Source: an optimization exercise on an open RTL-to-GDS flow (aim: small area and a short achievable clock period). Production flows keep margins and buffers that such runs may drop.
Function was checked by simulation only, so behaviour that the tests miss may differ from the original.
Power and IR drop assume default switching activity.

build 6:
// retire_trace_buffer
module retire_trace_buffer #(
    parameter int DEPTH = 16
) (
    input  logic                   clk,
    input  logic                   reset,
    input  logic                   trace_en,
    input  logic [31:0]            pc,
    input  logic [31:0]            inst,
    input  logic                   rf_we,
    input  logic [4:0]             rf_waddr,
    input  logic [31:0]            rf_wdata,
    output logic                   overflow,
    output logic [15:0]            drop_count,
    input  logic                   clr_ovf,
    output logic [$clog2(DEPTH):0] level,
    output logic [31:0]            out_data,
    output logic                   out_valid,
    input  logic                   out_ready
);
    localparam int IDX_W = $clog2(DEPTH);
    localparam int LVL_W = IDX_W + 1;
    logic        armed_q;
    logic [31:0] pc_q;
    logic [31:0] inst_q;
    logic        wv_q;
    logic [4:0]  waddr_q;
    logic [31:0] wdata_q;
    logic [IDX_W-1:0] wr_q;
    logic [DEPTH-1:0] rd_q;          
    logic [LVL_W-1:0] level_q;
    logic [3:0]       wc_q;          
    logic             valid_q;
    logic [31:0]      out_q;
    logic             overflow_q;
    logic [15:0]      drop_count_q;
    logic [31:0] pc_mem    [DEPTH];
    logic [31:0] inst_mem  [DEPTH];
    logic [4:0]  waddr_mem [DEPTH];
    logic [31:0] wdata_mem [DEPTH];
    logic        pc_chg_s, retire_s, push_req_s, wr_hit_s;
    logic [4:0]  ent_waddr_s;
    logic [31:0] ent_wdata_s;
  ...
Settings: LEC_CHECK=0, CAP_MARGIN=20, CORE_MARGIN=2, CORE_UTILIZATION=70, CTS_CLUSTER_DIAMETER=100, CTS_CLUSTER_SIZE=30, SETUP_SLACK_MARGIN=3.0, SLEW_MARGIN=20; clock period 5.5 ns.
run.sh (not shown) runs the stock make flow with config.mk's settings and CLKGATE_MAP_FILE= SYNTH_SCRIPT=/design/flow/synth_recipe.tcl, a recipe that flattens the netlist after the stock synthesis.
Having completed the whole flow, build 6 delivered a layout that passed the timing, design-rule and antenna checks.
Relative to build 6, the following input files were edited for build 45:
# build 6
export LEC_CHECK = 0
export CAP_MARGIN = 20
export CORE_MARGIN = 2
export CORE_UTILIZATION = 70
export CTS_CLUSTER_DIAMETER = 100
export CTS_CLUSTER_SIZE = 30
export SETUP_SLACK_MARGIN = 3.0
export SLEW_MARGIN = 20
create_clock -name core_clock -period 5.5 [get_ports {clk}]
# build 45
export LEC_CHECK = 0
export CAP_MARGIN = 20
export CORE_MARGIN = 2
export CORE_UTILIZATION = 60
export CTS_CLUSTER_DIAMETER = 80
export CTS_CLUSTER_SIZE = 25
export SETUP_SLACK_MARGIN = 3.0
export SLEW_MARGIN = 20
create_clock -name core_clock -period 5.5 [get_ports {clk}]
Results
- Between build 6 and build 45, critical path depth is higher for build 6, build 45 comes in under that.
- Comparing first-pass iteration count of the detailed router for build 6 and build 45, the smaller number came from build 45.
- Maximum fanout encountered on the critical timing path (build 45 over build 6): increase, 52
- Min vertical die dimension across build 6 and build 45: build 6
diff inputs: build 45 => build 36
# build 45
export LEC_CHECK = 0
export CAP_MARGIN = 20
export CORE_MARGIN = 2
export CORE_UTILIZATION = 60
export CTS_CLUSTER_DIAMETER = 80
export CTS_CLUSTER_SIZE = 25
export SETUP_SLACK_MARGIN = 3.0
export SLEW_MARGIN = 20
create_clock -name core_clock -period 5.5 [get_ports {clk}]
# build 36
export LEC_CHECK = 0
export CAP_MARGIN = 20
export CORE_MARGIN = 2
export CORE_UTILIZATION = 60
export CTS_CLUSTER_DIAMETER = 100
export CTS_CLUSTER_SIZE = 30
export SETUP_SLACK_MARGIN = 2.85
export SLEW_MARGIN = 20
create_clock -name core_clock -period 5.5 [get_ports {clk}]
Build 45 → build 36: global-route usage went down 0.92 points, filler cell count went up 110. Met2 routed wirelength, build 45 and build 36: smaller value in build 36. Final cell area: build 36 below build 45. Compared with build 45, total wire length after detailed routing in build 36 decreased by a few percent.
Relative to build 36, the following input files were edited for build 39:
# build 36
export LEC_CHECK = 0
export CAP_MARGIN = 20
export CORE_MARGIN = 2
export CORE_UTILIZATION = 60
export CTS_CLUSTER_DIAMETER = 100
export CTS_CLUSTER_SIZE = 30
export SETUP_SLACK_MARGIN = 2.85
export SLEW_MARGIN = 20
create_clock -name core_clock -period 5.5 [get_ports {clk}]
# build 39
export LEC_CHECK = 0
export CAP_MARGIN = 20
export CORE_MARGIN = 2
export CORE_UTILIZATION = 60
export CTS_CLUSTER_DIAMETER = 100
export CTS_CLUSTER_SIZE = 30
export SETUP_SLACK_MARGIN = 3.0
export SLEW_MARGIN = 20
create_clock -name core_clock -period 5.5 [get_ports {clk}]
==> flow/flow/run.sh (new file) <==
#!/bin/bash
# The standard layout (the standard.sh, standard synthesis unchanged) with
# one change: the port buffers that global placement inserts are buf_2 cells
# instead of the delay-cell buffers buffer_ports picks by default.
set -euo pipefail
export BUFFER_PORTS_ARGS="-buffer_cell sky130_fd_sc_hd__buf_2"
bash standard.sh finish > flow_standard.log 2>&1
==> flow/standard.sh (new file) <==
#!/bin/bash
# synth_recipe.tcl (not shown) runs the flow's synth.tcl, then flattens the netlist and writes it again
# the make line also repeats each setting of config.mk as NAME=value (left out here)
make -C /OpenROAD-flow-scripts/flow DESIGN_CONFIG=/design/flow/config.mk WORK_HOME=/design/flow/orfs CLKGATE_MAP_FILE= SYNTH_SCRIPT=/design/flow/synth_recipe.tcl "${@:-finish}"
removed: flow/run.sh
==> comparison <==
Of the two values seen for capture point of the worst path, drop_count_q[9] was produced by build 39 and wdata_mem[2][23] by build 36. On share of the final layout cell area in multi-input gates: between build 39 and build 36, it ends up lower for build 36. Build 39 vs build 36 — internal cell power dropped 0.84%. On count of filler cells inserted in the layout, the lower figure sits with build 36, not build 39. Sort build 39 and build 36 by sequential share of power, ascending, and build 36 comes first. | setup slack | build 39 vs build 36 | 0.084 ns higher |. The run with more routed wire is build 39, not build 36. In the reports for build 39 and build 36, the smaller number of antenna violations at the first check in global routing belongs to build 36. Between build 39 and build 36, routed length on met1 is lower for build 36, build 39 comes in above that. Net switching component of the power (build 39 over build 36): decrease, 1.2%.
For build 54, these inputs were changed with respect to build 39:
==> flow/run.sh (new file) <==
#!/bin/bash
# synth_recipe.tcl (not shown) runs the flow's synth.tcl, then flattens the netlist and writes it again
# the make line also repeats each setting of config.mk as NAME=value (left out here)
make -C /OpenROAD-flow-scripts/flow DESIGN_CONFIG=/design/flow/config.mk WORK_HOME=/design/flow/orfs CLKGATE_MAP_FILE= SYNTH_SCRIPT=/design/flow/synth_recipe.tcl finish
removed: flow/flow/run.sh
removed: flow/standard.sh
==> notes.md <==
| insertion delay to the later sink of the worst-skew pair | build 54 vs build 39 | ≈ equal |
Relative to build 39, build 54 degrades area of all placed cells without fillers.
Portion of the layout cell area used by clock cells across build 39 and build 54: no real change.
Re share of the core filled with cells in the final layout: build 39 and build 54 aren't equal, and the lower value belongs to build 39.
Sort build 39 and build 54 by worst reg-to-reg setup slack desc -> top: build 54

## what the ideal ports hide
In the flow no input, the clock included, has a driving cell. The finished layouts below were timed again as built, in two steps. Step 1 (the two cells are an assumption about what drives the block):
set clk [get_ports {clk}]
set_driving_cell -lib_cell sky130_fd_sc_hd__clkbuf_16 $clk
set_driving_cell -lib_cell sky130_fd_sc_hd__buf_2 [delete_from_list [all_inputs] $clk]
Step 2, shift: input delay + t, output delay - t, t = (earliest + latest rising clock arrival at the registers) / 2. This alone moves slack from input paths to output paths. Slacks: no drivers / after step 1 / after step 2; pairs: no drivers / after step 1.
run	t, ns	setup WS [ns]	hold slack, ns	worst setup path after step 2	latest minus earliest clock arrival (ns)
build 6	0.751	2.774 / 2.802 / 2.051	0.475 / 0.425 / 0.517	input to register	0.038 / 0.038
build 45	0.783	2.851 / 2.851 / 2.188	0.468 / 0.420 / 0.520	input to register	0.035 / 0.034
build 36	0.776	2.670 / 2.670 / 2.110	0.484 / 0.440 / 0.521	input to register	0.029 / 0.029
build 39	0.760	2.754 / 2.740 / 1.980	0.460 / 0.413 / 0.534	input to register	0.039 / 0.038
build 54	0.778	2.898 / 2.896 / 2.226	0.499 / 0.455 / 0.513	input to register	0.033 / 0.033
After both steps setup and hold are still met in every run listed. The setup slack of build 39, which loses most, moves by -0.014 ns with the drivers and by -0.774 ns with both steps.
